What follows belongs to an exercise in optimizing a design on an open flow for small area, a short achievable clock period and few clock cycles; a production flow would make more cautious choices.
Function was checked by simulation only, so behaviour that the tests miss may differ from the original.
Power is estimated from default activity; no workload was simulated.

==> flow/design.v <==
`timescale 1ns / 1ps
package yrs_pkg;
  localparam int LUMA_W    = 8;
  localparam int CHROMA_W  = 8;
  localparam int COLOR_W   = 8;
  localparam int COEF_W    = 16;
  localparam int STEP_W    = 21;
  localparam int FRAC_W    = 16;
  localparam int CFG_W     = 21;
  localparam int CFG_IDX_W = 3;
  localparam int MAX_UPSCALE_DEF = 16;
  localparam logic [CFG_IDX_W-1:0] REG_X_STEP     = 3'd0;
  localparam logic [CFG_IDX_W-1:0] REG_LUMA_GAIN  = 3'd1;
  localparam logic [CFG_IDX_W-1:0] REG_U_TO_BLUE  = 3'd2;
  localparam logic [CFG_IDX_W-1:0] REG_U_TO_GREEN = 3'd3;
  localparam logic [CFG_IDX_W-1:0] REG_V_TO_GREEN = 3'd4;
  localparam logic [CFG_IDX_W-1:0] REG_V_TO_RED   = 3'd5;
  localparam logic [STEP_W-1:0]        X_STEP_RST     = 21'h010000;
  localparam logic signed [COEF_W-1:0] LUMA_GAIN_RST  = 16'sd9535;
  localparam logic signed [COEF_W-1:0] U_TO_BLUE_RST  = 16'sd16531;
  localparam logic signed [COEF_W-1:0] U_TO_GREEN_RST = -16'sd3203;
  localparam logic signed [COEF_W-1:0] V_TO_GREEN_RST = -16'sd6660;
  localparam logic signed [COEF_W-1:0] V_TO_RED_RST   = 16'sd13074;
endpackage
`timescale 1ns / 1ps
module yrs_ctrl (
  input  logic               clk,
  input  logic               rst_n,
  input  logic               cfg_we,
  input  logic [2:0]         cfg_index,
  input  logic [20:0]        cfg_data,
  input  logic               in_valid,
  output logic               in_ready,
  input  logic [7:0]         in_luma,
  input  logic [7:0]         in_chroma_u,
  input  logic [7:0]         in_chroma_v,
  input  logic               in_row_start,
  output logic               out_valid,
  input  logic               out_ready,
  output logic [7:0]         out_red,
  output logic [7:0]         out_green,
  output logic [7:0]         out_blue,
  output logic               out_last_copy,
  output logic               adv,
  output logic [7:0]         s0_y,
  output logic [7:0]         s0_u,
  output logic [7:0]         s0_v,
  output logic signed [15:0] lg,
  output logic signed [15:0] ub,
  output logic signed [15:0] ug,
  output logic signed [15:0] vg,
  output logic signed [15:0] vr,
  input  logic [7:0]         red,
  input  logic [7:0]         green,
  input  logic [7:0]         blue
);
  logic [4:0]  step_int;
  logic [15:0] step_frac;
  logic [15:0] pos;
  logic        v0, v1;
  logic [4:0]  c0, c1;
  logic        o_valid, o_last;
  logic [4:0]  o_cnt;
  logic [7:0]  o_r, o_g, o_b;
  logic        k_full;
  logic [4:0]  k_cnt;
  logic [7:0]  k_r, k_g, k_b;
  logic        accept, o_free;
  logic [16:0] pos_sum;
  logic [4:0]  copies;
  logic [15:0] pos_nxt;
  assign adv      = !k_full;
  assign in_ready = adv;
  assign accept   = in_valid && adv;
  always_comb begin
    pos_sum = {1'b0, pos} + {1'b0, step_frac};
    if (in_row_start) begin
      copies  = step_int;
      pos_nxt = step_frac;
    end else begin
      copies  = step_int + 5'(pos_sum[16]);
      pos_nxt = pos_sum[15:0];
    end
  end
  always_ff @(posedge clk) begin
    if (!rst_n) begin
      step_int  <= 5'd1;
      step_frac <= 16'd0;
      lg        <= yrs_pkg::LUMA_GAIN_RST;
      ub        <= yrs_pkg::U_TO_BLUE_RST;
      ug        <= yrs_pkg::U_TO_GREEN_RST;
      vg        <= yrs_pkg::V_TO_GREEN_RST;
      vr        <= yrs_pkg::V_TO_RED_RST;
    end else if (cfg_we) begin
      case (cfg_index)
        yrs_pkg::REG_X_STEP: begin
          if (cfg_data[20]) begin
            step_int  <= 5'd16;
            step_frac <= 16'd0;
          end else begin
            step_int  <= {1'b0, cfg_data[19:16]};
            step_frac <= cfg_data[15:0];
          end
        end
        yrs_pkg::REG_LUMA_GAIN:  lg <= cfg_data[15:0];
        yrs_pkg::REG_U_TO_BLUE:  ub <= cfg_data[15:0];
        yrs_pkg::REG_U_TO_GREEN: ug <= cfg_data[15:0];
        yrs_pkg::REG_V_TO_GREEN: vg <= cfg_data[15:0];
        yrs_pkg::REG_V_TO_RED:   vr <= cfg_data[15:0];
        default: ;
      endcase
    end
  end
  always_ff @(posedge clk) begin
    if (!rst_n) begin
      pos <= 16'd0;
      v0  <= 1'b0;
      v1  <= 1'b0;
    end else begin
      if (accept) pos <= pos_nxt;
      if (adv) begin
        v0 <= accept && (copies != 5'd0);
        v1 <= v0;
      end
    end
  end
  always_ff @(posedge clk) begin
    if (adv) begin
      s0_y <= in_luma;
      s0_u <= in_chroma_u;
      s0_v <= in_chroma_v;
      c0   <= copies;
      c1   <= c0;
    end
  end
  assign o_free = !o_valid || (o_last && out_ready);
  always_ff @(posedge clk) begin
    if (!rst_n) begin
      o_valid <= 1'b0;
      o_last  <= 1'b0;
      o_cnt   <= 5'd0;
      k_full  <= 1'b0;
    end else begin
      if (o_free) begin
        if (k_full) begin
          o_valid <= 1'b1;
          o_cnt   <= k_cnt;
          o_last  <= (k_cnt == 5'd1);
        end else begin
          o_valid <= v1;
          o_cnt   <= c1;
          o_last  <= (c1 == 5'd1);
        end
      end else if (out_ready) begin
        o_cnt  <= o_cnt - 5'd1;
        o_last <= (o_cnt == 5'd2);
      end
      if (k_full) k_full <= !o_free;
      else        k_full <= v1 && !o_free;
    end
  end
  always_ff @(posedge clk) begin
    if (o_free) begin
      if (k_full) begin
        o_r <= k_r;
        o_g <= k_g;
        o_b <= k_b;
      end else begin
        o_r <= red;
        o_g <= green;
        o_b <= blue;
      end
    end
    if (adv) begin
      k_cnt <= c1;
      k_r   <= red;
      k_g   <= green;
      k_b   <= blue;
    end
  end
  assign out_valid     = o_valid;
  assign out_last_copy = o_last;
  assign out_red       = o_r;
  assign out_green     = o_g;
  assign out_blue      = o_b;
endmodule
`timescale 1ns / 1ps
module yrs_datapath (
  input  logic               clk,
  input  logic               adv,
  input  logic [7:0]         s0_y,
  input  logic [7:0]         s0_u,
  input  logic [7:0]         s0_v,
  input  logic signed [15:0] lg,
  input  logic signed [15:0] ub,
  input  logic signed [15:0] ug,
  input  logic signed [15:0] vg,
  input  logic signed [15:0] vr,
  output logic [7:0]         red,
  output logic [7:0]         green,
  output logic [7:0]         blue
);
  logic [7:0]         y_off;
  logic signed [8:0]  ys;
  logic signed [7:0]  us, vs;
  logic signed [24:0] p_y;
  logic signed [23:0] p_ub, p_ug, p_vg, p_vr;
  logic signed [10:0] yt_r, ub_r, ug_r, vg_r, vr_r;
  logic signed [12:0] r_sum, g_sum, b_sum;
  function automatic logic [7:0] clamp8(input logic signed [12:0] v);
    logic [7:0] res;
    if (v[12]) res = 8'd0;
    else if (|v[11:8]) res = 8'hff;
    else res = v[7:0];
    clamp8 = res;
  endfunction
  always_comb begin
    y_off = (s0_y > 8'd16) ? (s0_y - 8'd16) : 8'd0;
    ys    = {1'b0, y_off};
    us    = {~s0_u[7], s0_u[6:0]};
    vs    = {~s0_v[7], s0_v[6:0]};
    p_y   = ys * lg;
    p_ub  = us * ub;
    p_ug  = us * ug;
    p_vg  = vs * vg;
    p_vr  = vs * vr;
  end
  always_ff @(posedge clk) begin
    if (adv) begin
      yt_r <= p_y[23:13];
      ub_r <= p_ub[23:13];
      ug_r <= p_ug[23:13];
      vg_r <= p_vg[23:13];
      vr_r <= p_vr[23:13];
    end
  end
  always_comb begin
    r_sum = 13'(yt_r) + 13'(vr_r);
    b_sum = 13'(yt_r) + 13'(ub_r);
    g_sum = 13'(yt_r) + 13'(ug_r) + 13'(vg_r);
    red   = clamp8(r_sum);
    green = clamp8(g_sum);
    blue  = clamp8(b_sum);
  end
endmodule
`timescale 1ns / 1ps
module yuv_to_rgb32_horizontal_scaler_top #(
  parameter int MAX_UPSCALE = yrs_pkg::MAX_UPSCALE_DEF
) (
  input  logic                            clk,
  input  logic                            rst_n,
  input  logic                            cfg_we,
  input  logic [yrs_pkg::CFG_IDX_W-1:0]   cfg_index,
  input  logic [yrs_pkg::CFG_W-1:0]       cfg_data,
  input  logic                            in_valid,
  output logic                            in_ready,
  input  logic [yrs_pkg::LUMA_W-1:0]      in_luma,
  input  logic [yrs_pkg::CHROMA_W-1:0]    in_chroma_u,
  input  logic [yrs_pkg::CHROMA_W-1:0]    in_chroma_v,
  input  logic                            in_row_start,
  output logic                            out_valid,
  input  logic                            out_ready,
  output logic [yrs_pkg::COLOR_W-1:0]     out_red,
  output logic [yrs_pkg::COLOR_W-1:0]     out_green,
  output logic [yrs_pkg::COLOR_W-1:0]     out_blue,
  output logic                            out_last_copy
);
  logic               adv;
  logic [7:0]         s0_y, s0_u, s0_v;
  logic signed [15:0] lg, ub, ug, vg, vr;
  logic [7:0]         red, green, blue;
  yrs_ctrl u_ctrl (
    .clk           (clk),
    .rst_n         (rst_n),
    .cfg_we        (cfg_we),
    .cfg_index     (cfg_index),
    .cfg_data      (cfg_data),
    .in_valid      (in_valid),
    .in_ready      (in_ready),
    .in_luma       (in_luma),
    .in_chroma_u   (in_chroma_u),
    .in_chroma_v   (in_chroma_v),
    .in_row_start  (in_row_start),
    .out_valid     (out_valid),
    .out_ready     (out_ready),
    .out_red       (out_red),
    .out_green     (out_green),
    .out_blue      (out_blue),
    .out_last_copy (out_last_copy),
    .adv           (adv),
    .s0_y          (s0_y),
    .s0_u          (s0_u),
    .s0_v          (s0_v),
    .lg            (lg),
    .ub            (ub),
    .ug            (ug),
    .vg            (vg),
    .vr            (vr),
    .red           (red),
    .green         (green),
    .blue          (blue)
  );
  yrs_datapath u_datapath (
    .clk   (clk),
    .adv   (adv),
    .s0_y  (s0_y),
    .s0_u  (s0_u),
    .s0_v  (s0_v),
    .lg    (lg),
    .ub    (ub),
    .ug    (ug),
    .vg    (vg),
    .vr    (vr),
    .red   (red),
    .green (green),
    .blue  (blue)
  );
endmodule
==> flow/run.sh <==
#!/bin/bash
# synth_recipe.tcl (not shown) runs the flow's synth.tcl, then flattens the netlist and writes it again
# the make line also repeats each setting of config.mk as NAME=value (left out here)
make -C /OpenROAD-flow-scripts/flow DESIGN_CONFIG=/design/flow/config.mk WORK_HOME=/design/flow/orfs CLKGATE_MAP_FILE= SYNTH_SCRIPT=/design/flow/synth_recipe.tcl finish
==> flow/config.mk <==
export PLATFORM = sky130hd
export DESIGN_NAME = yuv_to_rgb32_horizontal_scaler_top
export DESIGN_NICKNAME = yuv_to_rgb32_horizontal_scaler_top
export VERILOG_FILES = /design/flow/design.v
export SDC_FILE = /design/flow/constraint.sdc
export NUM_CORES = 4
export LEC_CHECK = 0
export CAP_MARGIN = 20
export CORE_MARGIN = 2
export CORE_UTILIZATION = 40
export SLEW_MARGIN = 20
==> flow/constraint.sdc <==
create_clock -name core_clock -period 6.0 [get_ports {clk}]
set_input_delay 1.2000 -clock core_clock [delete_from_list [all_inputs] [get_ports {clk}]]
set_output_delay 1.2000 -clock core_clock [all_outputs]
set_load 0.01 [all_outputs]
==> impl_metrics.yaml <==
floorplan:
  row_count: 104
  die-area_um2: 83900
  start_util_pct: 40.4
  die_w_um: 290
  core_area_um2: 80700
  die_y_um: 290
  io_pins: 81
hold_path:
  hold_class: "flip-flop to flip-flop"
  hp-start: "u_ctrl.c0[1]$_DFFE_PN_"
final_layout:
  area_growth_pct: 11.2
  regArea_um2: 6520
  fin_util_pct: 45.0
  final_nets: 4392
  mostFrequentLayoutCells: "inv_1, fa_1, nand2_1"
  final_common_cell: "inv_1"
  num-fill-cells: 7886
  multiInputGateArea_um2: 23200
  antenna_cells: 0
  drive_above_1_share_pct: 5.90
grt:
  grt_pass1_vias: 23500
  grt_overflow: 0
  met2_usage_pct: 31.1
  grt_most_used_layer: "met2"
  grtUsageTotal_pct: 19.2
  grt_start_max_net_pins: 74
  met3_usage_pct: 3.02
  antenna_found_initial: 8
  met1_usage_pct: 27.1
  grt_pass1_wl_um: 126000
setup_path:
  startpoint: "u_ctrl.s0_y[4]$_DFFE_PN_"
  cp_data_required_time_ns: 6.31
  critical_path_peak_fanout: 7
  start_kind: "flip-flop"
  critPathKind: "flip-flop to flip-flop"
  crit_arrival_ns: 6.03
  crit-reg2reg-launch: "u_ctrl.s0_y[4]$_DFFE_PN_"
  endpoint_kind: "flip-flop"
synthesis:
  synth_top_area_share_pct: 31.8
  ys_top_cells_by_area: "fa_1, edfxtp_1, ha_1"
  async_flop_share_pct: 0
  synth_seq_cells: 269
  netlist_instances: 3470
  synth_edf_count: 113
  syn_nets: 4312
  syn_area_um2: 32600
  synth.largest_area_cell: "fa_1"
  syn_avg_cell_area_um2: 9.40
  synth_flop_cell: "dfxtp_1"
  yosysUniqueCellTypes: 70
  ys.warnings.count: 2
  yosysSeqAreaShare_pct: 20.0
detailed_routing:
  ant_nets: 0
  num_vias: 22800
  wire_per_inst_um: 16.6
  via_per_inst: 4.91
  finalWirelength_um: 77000
  drtIter0Drc: 1264
  drcViolationCount: 0
  first_pass_iters: 5
clock_tree:
  cts_buffers: 37
  ctsHoldBuffers: 0
  clkLatencyLatePin_ns: 0.57
  h-tree-depth: 2
  cts_sinks: 269
  cts_root_buffer: "clkbuf_16"
  tritoncts: "yes"
  clockBufferDepth: 3
  clk_pin_slew_worst_paths_ns: 0.06
sta:
  rsz0062_at_grt: "yes"
  finalSetupViolCount: 0
  max_clock_freq_mhz: 175
  finalCriticalPeriod_ns: 5.72
  fin_ws_ns: 0.278
  holdWs_ns: 0.421
  fin_crit_sh_pct: 95.4
  relSlewSlack_pct: 31.0
  finalMaxSlewViolations: 0
  finalHoldViolCount: 0
  tightest_slew_ns: 1.03
  clock_skew_ns: 0.0258
pwr:
  p_leak_nw: 16.9
  powerDensity_nw_per_um2: 376
  peakVddDrop_mv: 0.398
  fin_total_pwr_w: 0.0136
outcome:
  status: "timing/DRC/antenna clean"
place:
  hpwl_um: 58700
  io_buffers: 80
  place_ws_ns: -0.222
  gp_congestion: 0.830
flow_run:
  maxCapViolCount: 0
==> critical path: stages, from the launching register on <==
cell	delay, ns
edfxtp_1	0.41
inv_1	0.08
ha_1	0.19
buf_4	0.13
or3b_1	0.37
and2_4	0.20
nand2_1	0.09
fa_1	0.42
inv_1	0.08
fa_1	0.46
fa_1	0.54
inv_1	0.05
fa_1	0.47
inv_1	0.04
ha_1	0.28
a21o_1	0.19
a221oi_4	0.28
o21ai_1	0.09
a31o_1	0.22
o41a_1	0.38
a41oi_2	0.19
buf_4	0.14
a21oi_1	0.06
xnor2_1	0.12
==> cell type report <==
type                       instances  share of cell area [%]
multi-input combinational       2390                    63.9
clock inverter                    16                   0.303
clock buffer                      51                    3.02
inverter                         694                    7.19
tap                             1060                    3.65
timing repair buffer             158                    4.00
sequential                       269                    18.0
==> sequential cells by signal, indices dropped and copies added (netlist names), 11 cells and up <==
name	count
u_ctrl.lg	16
u_ctrl.pos	16
u_ctrl.step_frac	16
u_ctrl.ub	16
u_ctrl.ug	16
u_ctrl.vg	16
u_ctrl.vr	16
u_datapath.ub_r	11
u_datapath.ug_r	11
u_datapath.vg_r	11
u_datapath.vr_r	11
u_datapath.yt_r	11
==> where the power goes <==
| part | internal (W) | total (W) | switching, W |
|---|---|---|---|
| Combinational | 0.00375 | 0.00840 | 0.00465 |
| Clock | 0.00129 | 0.00221 | 0.000916 |
| Sequential | 0.00269 | 0.00303 | 0.000338 |
| Total | 0.00773 | 0.0136 | 0.00590 |
==> worst paths after layout <==
check	slack, ns	to	depth (start not counted)
max	0.28	u_datapath.yt_r[10]$_DFFE_PN_	23
min	0.42	u_ctrl.c1[1]$_DFFE_PN_	0
max reg2reg	0.28	u_datapath.yt_r[10]$_DFFE_PN_	23
min reg2reg	0.42	u_ctrl.c1[1]$_DFFE_PN_	0
==> synth_stat cells (17+ instances only) <==
cell and n:
a21boi_0 44, a21o_1 26, a21oi_1 85, and2_1 357, clkbuf_1 103, dfxtp_1 156
edfxtp_1 113, fa_1 518, ha_1 270, inv_1 694, nand2_1 409, nand2b_1 17
nand3_1 55, nor2_1 81, nor2b_1 71, nor3_1 21, nor3b_1 22, o21ai_0 56
or2_2 42, xnor2_1 84, xor2_1 33
==> kinds of logic after synthesis <==
logic type | after synthesis | synth area share (%)
AND/OR/NAND/NOR | 1125 | 17.7
XOR/XNOR | 117 | 3.14
multiplexers | 14 | 0.445
flip-flops | 269 | 20.0
buffers and inverters | 811 | 9.34
AO/OA/AOI/OAI | 346 | 7.24
adder cells (fa/ha/maj) | 788 | 42.1
==> metrics by stage <==
stage / TNS [ns] / std cells / area, um^2
detailed placement: -0.584 / 4562 / 34900
CTS: 0 / 4630 / 36100
floorplan: 0 / 3470 / 32600
finish: 0 / 4638 / 36300
global placement: -0.365 / 4562 / 34900
global route: -0.0286 / 4638 / 36300
==> routing by layer <==
layer,wire [um],share of wire [%]
met5,0,0
met4,1530,2.0
met3,4450,5.8
met2,34900,45
met1,36100,47
==> what timing repair did <==
action	CTS	global route
endpoints found under the setup margin	4	5
gates resized for setup	7	17
cloned	0	1
pin swaps	1	9
buffers inserted	1	7
Testbench counts, summed over its fixed seeds: cycles 6,019.

what the ideal ports hide:
Ports are ideal in the flow. The routed layout listed here was re-timed in OpenROAD. Step 1 assumes that a clkbuf_16 drives the clock port and a buf_2 every other input. Step 2 adds t to the input delays and takes it off the output delays; t is the mean of the earliest and latest rising clock arrival at the registers after step 1. Input paths then give back, and output paths get back, about the clock's delay inside the block. Three values: ideal, step 1, step 2; two values: the first two.
t, ns: 0.617
setup WS [ns]: 0.278 / 0.278 / 0.278
worst setup path at the end: register to register
After both steps setup and hold are still met in this run. The setup slack of this run moves by 0.000 ns with the drivers and by 0.000 ns with both steps.
